This is an optimization exercise on Yosys and OpenROAD, whose aim is small area, a short achievable clock period and few clock cycles, not a production implementation.
Where RTL was checked, it was by simulation tests only, not by an equivalence proof against the original.
Only the layout flow was run in run 2; the RTL was not checked for function there.
No activity file was given, so power comes from the tool's default toggle rates.

## flow/design.v (module list and top-level ports; edited modules follow where they fit)
// module csa_level: 49 lines
// module param_wallace_multiplier: 3570 lines
module param_wallace_multiplier
#(
    parameter int WIDTH = 32
) (
    input  logic                 clk,
    input  logic                 rst,
    input  logic [WIDTH-1:0]     a,
    input  logic [WIDTH-1:0]     b,
    input  logic                 signed_mode,
    input  logic                 in_valid,
    output logic                 in_ready,
    output logic [2*WIDTH-1:0]   product,
    output logic                 out_valid,
    input  logic                 out_ready
);
  // ...
==> flow/flow/run.sh <==
#!/bin/bash
# Own layout flow: the standard ORFS flow, with Yosys's generic "abc -fast"
# inside "synth" skipped (SYNTH_ARGS=-noabc). That pass re-maps the
# XOR3/majority full-adder logic before ORFS's extract_fa, which then finds the
# adders in inverted form and leaves an inverter on most adder-to-adder nets.
# Everything else (registers, their names, the final ABC mapping, floorplan,
# placement, CTS, routing) is the standard flow.
set -euo pipefail
bash standard.sh SYNTH_ARGS=-noabc SYNTH_OPERATIONS_ARGS=-nordff finish > standard_flow.log 2>&1
==> flow/standard.sh <==
#!/bin/bash
# synth_recipe.tcl (not shown) runs the flow's synth.tcl, then flattens the netlist and writes it again
# the make line also repeats each setting of config.mk as NAME=value (left out here)
make -C /OpenROAD-flow-scripts/flow DESIGN_CONFIG=/design/flow/config.mk WORK_HOME=/design/flow/orfs CLKGATE_MAP_FILE= SYNTH_SCRIPT=/design/flow/synth_recipe.tcl "${@:-finish}"
==> flow/config.mk <==
export PLATFORM = sky130hd
export DESIGN_NAME = param_wallace_multiplier
export DESIGN_NICKNAME = param_wallace_multiplier
export VERILOG_FILES = /design/flow/design.v
export SDC_FILE = /design/flow/constraint.sdc
export NUM_CORES = 4
export LEC_CHECK = 0
export ABC_CLOCK_PERIOD_IN_PS = 5000
export CAP_MARGIN = 20
export CORE_MARGIN = 2
export CORE_UTILIZATION = 40
export SETUP_SLACK_MARGIN = 4.0
export SLEW_MARGIN = 20
==> flow/constraint.sdc <==
create_clock -name core_clock -period 10.0 [get_ports {clk}]
set_input_delay 2.0000 -clock core_clock [delete_from_list [all_inputs] [get_ports {clk}]]
set_output_delay 2.0000 -clock core_clock [all_outputs]
set_load 0.01 [all_outputs]
==> out/metrics.yaml, run 1 <==
outcome: "complete, no violations"
yosysWarnings: 1
yosysMostFrequentCell: "fa_1"
worstSetupPathType: "reg2out"
placed_area_um2: 29790
drtPass1Iterations: 6
top_layer: "met5"
synth-seq-cells: 133
use_met3_pct: 7.921
pre_cts_slack_ns: 2.204
layout.cells.non_filler: 3683
area_dominant_class: "multi-input gates"
wl_um: 98950
yosys-top-cells-area: "fa_1 36%, xnor2_1 15%, edfxtp_1 14%"
crit_buf_inv: 3
fin_tns_setup_ns: 0
cp_slowest_cell: "fa_2"
fillers: 5965
mostFrequentLayoutCells: "400 x xnor2_1, 398 x o22ai_1, 395 x fa_1, 153 x buf_4, 132 x edfxtp_1"
design.final.nets: 3494
stdcell_area_um2: 34310
numCtsBuffers: 17
fmaxAchievable_ghz: 0.1608
required_ns: 8.00
pwr-share-comb_pct: 79.6
Testbench counts, summed over its fixed seeds: cycles 2,408.
==> run 2: changes to the inputs <==
--- a/flow/design.v
+++ b/flow/design.v
@@ -1806,7 +1806,7 @@
     assign one_0 = bx[1] ^ bx[0];
     assign two_0 = (bx[2] & ~bx[1] & ~bx[0]) | (~bx[2] & bx[1] & bx[0]);
     assign neg_0 = bx[2] & ~(bx[1] & bx[0]);
-    assign xa_0 = ax ^ {34{neg_0}};
+    assign xa_0 = ax ^ {34{bx[2]}};
     assign pp_0_0 = (one_0 & xa_0[1]) | (two_0 & xa_0[0]);
     assign pp_0_1 = (one_0 & xa_0[2]) | (two_0 & xa_0[1]);
     assign pp_0_2 = (one_0 & xa_0[3]) | (two_0 & xa_0[2]);
@@ -1844,7 +1844,7 @@
     assign one_1 = bx[3] ^ bx[2];
     assign two_1 = (bx[4] & ~bx[3] & ~bx[2]) | (~bx[4] & bx[3] & bx[2]);
     assign neg_1 = bx[4] & ~(bx[3] & bx[2]);
-    assign xa_1 = ax ^ {34{neg_1}};
+    assign xa_1 = ax ^ {34{bx[4]}};
     assign pp_1_0 = (one_1 & xa_1[1]) | (two_1 & xa_1[0]);
     assign pp_1_1 = (one_1 & xa_1[2]) | (two_1 & xa_1[1]);
     assign pp_1_2 = (one_1 & xa_1[3]) | (two_1 & xa_1[2]);
@@ -1882,7 +1882,7 @@
     assign one_2 = bx[5] ^ bx[4];
     assign two_2 = (bx[6] & ~bx[5] & ~bx[4]) | (~bx[6] & bx[5] & bx[4]);
     assign neg_2 = bx[6] & ~(bx[5] & bx[4]);
-    assign xa_2 = ax ^ {34{neg_2}};
+    assign xa_2 = ax ^ {34{bx[6]}};
     assign pp_2_0 = (one_2 & xa_2[1]) | (two_2 & xa_2[0]);
     assign pp_2_1 = (one_2 & xa_2[2]) | (two_2 & xa_2[1]);
     assign pp_2_2 = (one_2 & xa_2[3]) | (two_2 & xa_2[2]);
@@ -1920,7 +1920,7 @@
     assign one_3 = bx[7] ^ bx[6];
     assign two_3 = (bx[8] & ~bx[7] & ~bx[6]) | (~bx[8] & bx[7] & bx[6]);
     assign neg_3 = bx[8] & ~(bx[7] & bx[6]);
-    assign xa_3 = ax ^ {34{neg_3}};
+    assign xa_3 = ax ^ {34{bx[8]}};
     assign pp_3_0 = (one_3 & xa_3[1]) | (two_3 & xa_3[0]);
     assign pp_3_1 = (one_3 & xa_3[2]) | (two_3 & xa_3[1]);
     assign pp_3_2 = (one_3 & xa_3[3]) | (two_3 & xa_3[2]);
@@ -1958,7 +1958,7 @@
     assign one_4 = bx[9] ^ bx[8];
     assign two_4 = (bx[10] & ~bx[9] & ~bx[8]) | (~bx[10] & bx[9] & bx[8]);
     assign neg_4 = bx[10] & ~(bx[9] & bx[8]);
-    assign xa_4 = ax ^ {34{neg_4}};
+    assign xa_4 = ax ^ {34{bx[10]}};
     assign pp_4_0 = (one_4 & xa_4[1]) | (two_4 & xa_4[0]);
     assign pp_4_1 = (one_4 & xa_4[2]) | (two_4 & xa_4[1]);
     assign pp_4_2 = (one_4 & xa_4[3]) | (two_4 & xa_4[2]);
@@ -1996,7 +1996,7 @@
     assign one_5 = bx[11] ^ bx[10];
     assign two_5 = (bx[12] & ~bx[11] & ~bx[10]) | (~bx[12] & bx[11] & bx[10]);
     assign neg_5 = bx[12] & ~(bx[11] & bx[10]);
-    assign xa_5 = ax ^ {34{neg_5}};
+    assign xa_5 = ax ^ {34{bx[12]}};
     assign pp_5_0 = (one_5 & xa_5[1]) | (two_5 & xa_5[0]);
     assign pp_5_1 = (one_5 & xa_5[2]) | (two_5 & xa_5[1]);
     assign pp_5_2 = (one_5 & xa_5[3]) | (two_5 & xa_5[2]);
@@ -2034,7 +2034,7 @@
     assign one_6 = bx[13] ^ bx[12];
     assign two_6 = (bx[14] & ~bx[13] & ~bx[12]) | (~bx[14] & bx[13] & bx[12]);
     assign neg_6 = bx[14] & ~(bx[13] & bx[12]);
-    assign xa_6 = ax ^ {34{neg_6}};
+    assign xa_6 = ax ^ {34{bx[14]}};
     assign pp_6_0 = (one_6 & xa_6[1]) | (two_6 & xa_6[0]);
     assign pp_6_1 = (one_6 & xa_6[2]) | (two_6 & xa_6[1]);
     assign pp_6_2 = (one_6 & xa_6[3]) | (two_6 & xa_6[2]);
@@ -2072,7 +2072,7 @@
     assign one_7 = bx[15] ^ bx[14];
     assign two_7 = (bx[16] & ~bx[15] & ~bx[14]) | (~bx[16] & bx[15] & bx[14]);
     assign neg_7 = bx[16] & ~(bx[15] & bx[14]);
-    assign xa_7 = ax ^ {34{neg_7}};
+    assign xa_7 = ax ^ {34{bx[16]}};
     assign pp_7_0 = (one_7 & xa_7[1]) | (two_7 & xa_7[0]);
     assign pp_7_1 = (one_7 & xa_7[2]) | (two_7 & xa_7[1]);
     assign pp_7_2 = (one_7 & xa_7[3]) | (two_7 & xa_7[2]);
@@ -2110,7 +2110,7 @@
     assign one_8 = bx[17] ^ bx[16];
     assign two_8 = (bx[18] & ~bx[17] & ~bx[16]) | (~bx[18] & bx[17] & bx[16]);
     assign neg_8 = bx[18] & ~(bx[17] & bx[16]);
-    assign xa_8 = ax ^ {34{neg_8}};
+    assign xa_8 = ax ^ {34{bx[18]}};
     assign pp_8_0 = (one_8 & xa_8[1]) | (two_8 & xa_8[0]);
     assign pp_8_1 = (one_8 & xa_8[2]) | (two_8 & xa_8[1]);
     assign pp_8_2 = (one_8 & xa_8[3]) | (two_8 & xa_8[2]);
@@ -2148,7 +2148,7 @@
     assign one_9 = bx[19] ^ bx[18];
     assign two_9 = (bx[20] & ~bx[19] & ~bx[18]) | (~bx[20] & bx[19] & bx[18]);
     assign neg_9 = bx[20] & ~(bx[19] & bx[18]);
-    assign xa_9 = ax ^ {34{neg_9}};
+    assign xa_9 = ax ^ {34{bx[20]}};
     assign pp_9_0 = (one_9 & xa_9[1]) | (two_9 & xa_9[0]);
     assign pp_9_1 = (one_9 & xa_9[2]) | (two_9 & xa_9[1]);
     assign pp_9_2 = (one_9 & xa_9[3]) | (two_9 & xa_9[2]);
@@ -2186,7 +2186,7 @@
     assign one_10 = bx[21] ^ bx[20];
     assign two_10 = (bx[22] & ~bx[21] & ~bx[20]) | (~bx[22] & bx[21] & bx[20]);
     assign neg_10 = bx[22] & ~(bx[21] & bx[20]);
-    assign xa_10 = ax ^ {34{neg_10}};
+    assign xa_10 = ax ^ {34{bx[22]}};
     assign pp_10_0 = (one_10 & xa_10[1]) | (two_10 & xa_10[0]);
     assign pp_10_1 = (one_10 & xa_10[2]) | (two_10 & xa_10[1]);
     assign pp_10_2 = (one_10 & xa_10[3]) | (two_10 & xa_10[2]);
@@ -2224,7 +2224,7 @@
     assign one_11 = bx[23] ^ bx[22];
     assign two_11 = (bx[24] & ~bx[23] & ~bx[22]) | (~bx[24] & bx[23] & bx[22]);
     assign neg_11 = bx[24] & ~(bx[23] & bx[22]);
-    assign xa_11 = ax ^ {34{neg_11}};
+    assign xa_11 = ax ^ {34{bx[24]}};
     assign pp_11_0 = (one_11 & xa_11[1]) | (two_11 & xa_11[0]);
     assign pp_11_1 = (one_11 & xa_11[2]) | (two_11 & xa_11[1]);
     assign pp_11_2 = (one_11 & xa_11[3]) | (two_11 & xa_11[2]);
@@ -2262,7 +2262,7 @@
     assign one_12 = bx[25] ^ bx[24];
     assign two_12 = (bx[26] & ~bx[25] & ~bx[24]) | (~bx[26] & bx[25] & bx[24]);
     assign neg_12 = bx[26] & ~(bx[25] & bx[24]);
-    assign xa_12 = ax ^ {34{neg_12}};
+    assign xa_12 = ax ^ {34{bx[26]}};
     assign pp_12_0 = (one_12 & xa_12[1]) | (two_12 & xa_12[0]);
     assign pp_12_1 = (one_12 & xa_12[2]) | (two_12 & xa_12[1]);
     assign pp_12_2 = (one_12 & xa_12[3]) | (two_12 & xa_12[2]);
@@ -2300,7 +2300,7 @@
     assign one_13 = bx[27] ^ bx[26];
     assign two_13 = (bx[28] & ~bx[27] & ~bx[26]) | (~bx[28] & bx[27] & bx[26]);
     assign neg_13 = bx[28] & ~(bx[27] & bx[26]);
-    assign xa_13 = ax ^ {34{neg_13}};
+    assign xa_13 = ax ^ {34{bx[28]}};
     assign pp_13_0 = (one_13 & xa_13[1]) | (two_13 & xa_13[0]);
     assign pp_13_1 = (one_13 & xa_13[2]) | (two_13 & xa_13[1]);
     assign pp_13_2 = (one_13 & xa_13[3]) | (two_13 & xa_13[2]);
@@ -2338,7 +2338,7 @@
     assign one_14 = bx[29] ^ bx[28];
     assign two_14 = (bx[30] & ~bx[29] & ~bx[28]) | (~bx[30] & bx[29] & bx[28]);
     assign neg_14 = bx[30] & ~(bx[29] & bx[28]);
-    assign xa_14 = ax ^ {34{neg_14}};
+    assign xa_14 = ax ^ {34{bx[30]}};
     assign pp_14_0 = (one_14 & xa_14[1]) | (two_14 & xa_14[0]);
     assign pp_14_1 = (one_14 & xa_14[2]) | (two_14 & xa_14[1]);
     assign pp_14_2 = (one_14 & xa_14[3]) | (two_14 & xa_14[2]);
@@ -2376,7 +2376,7 @@
     assign one_15 = bx[31] ^ bx[30];
     assign two_15 = (bx[32] & ~bx[31] & ~bx[30]) | (~bx[32] & bx[31] & bx[30]);
     assign neg_15 = bx[32] & ~(bx[31] & bx[30]);
-    assign xa_15 = ax ^ {34{neg_15}};
+    assign xa_15 = ax ^ {34{bx[32]}};
     assign pp_15_0 = (one_15 & xa_15[1]) | (two_15 & xa_15[0]);
     assign pp_15_1 = (one_15 & xa_15[2]) | (two_15 & xa_15[1]);
     assign pp_15_2 = (one_15 & xa_15[3]) | (two_15 & xa_15[2]);
@@ -2414,7 +2414,7 @@
     assign one_16 = bx[33] ^ bx[32];
     assign two_16 = (bx[34] & ~bx[33] & ~bx[32]) | (~bx[34] & bx[33] & bx[32]);
     assign neg_16 = bx[34] & ~(bx[33] & bx[32]);
-    assign xa_16 = ax ^ {34{neg_16}};
+    assign xa_16 = ax ^ {34{bx[34]}};
     assign pp_16_0 = (one_16 & xa_16[1]) | (two_16 & xa_16[0]);
     assign pp_16_1 = (one_16 & xa_16[2]) | (two_16 & xa_16[1]);
     assign pp_16_2 = (one_16 & xa_16[3]) | (two_16 & xa_16[2]);
--- a/flow/flow/run.sh
+++ b/flow/flow/run.sh
@@ -6,4 +6,4 @@
 # Everything else (registers, their names, the final ABC mapping, floorplan,
 # placement, CTS, routing) is the standard flow.
 set -euo pipefail
-bash standard.sh SYNTH_ARGS=-noabc SYNTH_OPERATIONS_ARGS=-nordff finish > standard_flow.log 2>&1
+bash standard.sh SYNTH_ARGS=-noabc finish > standard_flow.log 2>&1
--- a/flow/config.mk
+++ b/flow/config.mk
@@ -9,5 +9,5 @@
 export CAP_MARGIN = 20
 export CORE_MARGIN = 2
 export CORE_UTILIZATION = 40
-export SETUP_SLACK_MARGIN = 4.0
+export SETUP_SLACK_MARGIN = 2.0
 export SLEW_MARGIN = 20
==> run 2 against run 1 <==
Effect of this change: critical path depth down 1; utilization down 7.1 points; first-iteration DRC count up 120%; largest power group unchanged; wire length up 49%; highest routed layer unchanged; still clean on timing, DRC and antenna; critical endpoint is now r_q[85]; synthesized cell count up 45%; clock power up 8.1%; combinational power up 8.5%; total power up 5.5%; via count up 47%; non-clock buffer count down 91.
==> out/metrics.yaml, run 2 <==
cpPeakStageDelay_ns: 1.02  # was 0.70 ns
hold_viol_final: 0  # unchanged
area_growth_pct: 7.114  # was 24.84%
place_congestion: 0.9780  # unchanged
synth_common_cells: "649 x a21oi_1, 539 x clkbuf_1, 464 x fa_1"  # was 495 x fa_1, 478 x xnor2_1, 437 x o22ai_1
rows: 105  # was 96
relSlewSlack_pct: 26.13  # was 35.43%
yosys-top-cells-area: "fa_1 28%, edfxtp_1 12%, a221oi_1 11%"  # was fa_1 36%, xnor2_1 15%, edfxtp_1 14%
netlist_area_um2: 32930  # was 27,480 um^2
fin_tns_setup_ns: 0  # unchanged
final_common_cell: "a21oi_1"  # was xnor2_1
antenna_left: 0  # unchanged
post-dp-hpwl_um: 104100  # was 70,330 um
power.density_nw_per_um2: 346.3  # was 337.3 nW/um^2
vias: 33286  # was 22,684
switchingPower_mw: 6.016  # was 5.271 mW
syn-instance-count: 3797  # was 2,611
antenna_cells: 0  # unchanged
numCtsBuffers: 17  # unchanged
yosys.area.top_type: "fa_1"  # unchanged
portBuffers: 134  # unchanged
register_area_um2: 3984  # unchanged
fin_crit_sh_pct: 76.28  # was 62.18%
post-route-min-period_ns: 7.628  # was 6.218 ns
grt_pass1_vias: 31070  # was 23,733
setup_viol: 0  # unchanged
largest_reg_flops: 132  # unchanged
netlist.area_leader.share_pct: 28.21  # was 36.06%
ios: 135  # unchanged
core_um2: 81850  # was 68,350 um^2
syn-num-nets: 4472  # was 3,316
drtPass1Iterations: 10  # was 6
grt_setup_unrepaired: "no"  # was yes
crit_buf_inv: 4  # was 3
grt_usage_pct: 34.33  # was 27.94%
die_h_um: 290.9  # was 266.1 um
leakage_nw: 13.27  # was 13.26 nW
power_switching_share_pct: 49.26  # was 45.55%
die_area_um2: 84620  # was 70,820 um^2
viasPerCell: 7.200  # was 6.159
drc_errors: 0  # unchanged
wl_per_cell_um: 31.98  # was 26.87 um
drv_cap: 0  # unchanged
mostFrequentLayoutCells: "649 x a21oi_1, 464 x fa_1, 396 x a221oi_1, 249 x a22oi_1, 235 x nor2_1"  # was 400 x xnor2_1, 398 x o22ai_1, 395 x fa_1, 153 x buf_4, 132 x edfxtp_1
tritoncts: "done"  # unchanged
start_util_pct: 40.23  # was 40.21%
required_ns: 10.25  # was 8.00 ns
synth.distinct_cells: 74  # was 53
cp_top_family: "adder cells"  # unchanged
cp_slowest_cell: "ha_2"  # was fa_2
drive_above_1_share_pct: 7.824  # was 23.63%
worst_setup_path_start_kind: "input pin"  # was register
yosysMostFrequentCell: "a21oi_1"  # was fa_1
cts_root_buf: "clkbuf_16"  # unchanged
hold_class: "reg2reg"  # unchanged
seqPwrFrac_pct: 12.5  # was 14.9%
reg.largest.list: "r_q (132), v_q (1)"  # unchanged
hold_slack_ns: 1.158  # was 0.7879 ns
cp-end-kind: "register"  # was output port
synth_area_per_cell_um2: 8.671  # was 10.53 um^2
gr-total-overflow: 0  # unchanged
drv_slew: 0  # unchanged
crit_arrival_ns: 7.88  # was 4.22 ns
synthArstFlopShare_pct: 0  # unchanged
ir_worst_vdd_uv: 167.5  # was 248.2 uV
design.final.nets: 4215  # was 3,494
cpMostUsedCell: "fa_1"  # was fa_2
ctsResizeCount: 0  # was 324
postCtsHoldBufs: 0  # unchanged
post_cts_buffers: 0  # was 108
pwr-share-comb_pct: 81.8  # was 79.6%
synth-seq-cells: 133  # unchanged
multi_input_area_um2: 26390  # was 24,040 um^2
cts_max_level: 4  # unchanged
power.total_mw: 12.21  # was 11.57 mW
wl_um: 147800  # was 98,950 um
cp_cell_sequence: "buf_2 -> buf_4 -> ha_2 -> inv_1 -> o221ai_1 -> o21ai_0 -> fa_1 -> inv_1 -> fa_1 -> fa_1 -> fa_1 -> fa_1 -> fa_1 -> ha_1"  # was fa_2 -> ha_4 -> and4_4 -> nand4_1 -> buf_6 -> nor2_4 -> buf_12 -> a221oi_4 -> o311a_4 -> a31o_4 -> a31oi_4 -> fa_2 -> xnor2_2 -> xnor2_1 -> buf_2
worstSetupPathType: "in2reg"  # was reg2out
grt_first_pass_wirelength_um: 216200  # was 147,100 um
worst_slew_pin_slew_ns: 1.096  # was 0.9685 ns
grt_max_degree: 75  # was 64
drt_iter0_markers: 5580  # was 2,523
clockPowerShare_pct: 5.7  # was 5.5%
cts_buffer_depth: 2  # unchanged
outcome: "complete, no violations"  # unchanged
clock_latency_ns: 0.50  # was 0.52 ns
yosys_most_used_dff: "edfxtp_1"  # unchanged
finClkSkew_ns: 0.01069  # was 0.01363 ns
synth_edf_count: 132  # unchanged
crit_fanout: 74  # was 4
yosysWarnings: 1  # unchanged
fillers: 7995  # was 5,965
ys_seq_area_share_pct: 12.10  # was 14.50%
die_w_um: 290.9  # was 266.1 um
p_int_mw: 6.196  # was 6.301 mW
clk_pin_slew_ns: 0.07  # about the same
fmaxAchievable_ghz: 0.1311  # was 0.1608 GHz
regMostFlops: "r_q"  # unchanged
cts.sinks: 133  # unchanged
grt_antenna_before_repair: 2  # was 3
-- run 2: layer usage --
layer,routed length [um],GRT usage (%),part of all wire (%),up-vias
li1,-,-,-,13721
met1,56970,46.23,39,16241
met2,61550,49.33,42,2848
met3,20560,10.93,14,470
met4,8687,17.52,5.9,6
met5,57,0,0.039,-
-- run 2: worst paths after layout --
check,startpoint,end,slack [ns],cells after the start
min,v_q,r_q[36],1.16,2
max,b[3],r_q[85],2.37,14
max reg2reg,v_q,r_q[114],7.34,4
min reg2reg,v_q,r_q[36],1.16,2
-- run 2: worst register-to-register path, cell delays in order (launching register included) --
cell and delay [ns]:
dfxtp_1 0.34, nand2b_4 0.20, buf_4 0.49, buf_4 0.42, buf_4 0.73
-- run 2: metrics by stage --
step,instances,utilization [%],worst slack (ns),cell area (um^2)
3_5_place_dp,4591,42.34,1.977,34650
3_3_place_gp,4591,42.34,1.996,34650
5_1_grt,4623,43.09,2.136,35270
6_report,4623,43.09,2.372,35270
4_1_cts,4623,43.09,2.532,35270
2_1_floorplan,3797,-,2.728,32930
-- run 2: area by class of cell --
| cell class | count | share of cell area [%] |
|---|---|---|
| Clock inverter | 13 | 0.5144 |
| Tap cell | 1070 | 3.796 |
| Multi-Input combinational cell | 2964 | 74.83 |
| Timing Repair Buffer | 294 | 6.954 |
| Clock buffer | 19 | 1.228 |
| Sequential cell | 133 | 11.30 |
| Inverter | 130 | 1.384 |
-- run 2: power groups by stage --
stage               clock network [mW]  registers [mW]  logic (mW)
CTS                              0.709            1.53        9.88
finish                           0.694            1.53        9.99
floorplan                            0            1.51        5.98
global placement                     0            1.54        9.65
detailed placement                   0            1.54        9.84
global route                     0.722            1.55        11.0
-- run 2: cells by family (layout without fill, tap and decap cells) --
kind of cell / count (synthesis) / in the layout / synth area share [%]
flops: 133 / 133 / 12.10
buf+inv: 700 / 456 / 8.056
xor+xnor: 126 / 126 / 3.352
fa+ha+maj: 606 / 606 / 33.61
compound gates: 1678 / 1678 / 34.90
simple gates: 523 / 523 / 7.038
mux: 31 / 31 / 0.9500

separate check: timing with driven ports:
Ports are ideal in the flow. The routed layouts listed here were re-timed in OpenROAD. Step 1 sets driving cells, clkbuf_16 on the clock port and buf_2 on the other inputs (assumed; they add their load-dependent delay and slew). Step 2, shift: input delay + t, output delay - t, t = (earliest + latest rising clock arrival at the registers) / 2. This alone moves slack from input paths to output paths. Three values: ideal ports, drivers, drivers and shift; two values: the first two.
run | t, ns | setup WS [ns] | worst slew at a driven data input, ns
run 1 | 0.562 | 3.782 / 3.722 / 3.428 | 0.09
run 2 | 0.563 | 2.372 / 2.414 / 1.851 | 0.07
After both steps every run listed still meets setup and hold. The setup slack of run 2, which loses most, moves by +0.042 ns with the drivers and by -0.521 ns with both steps.
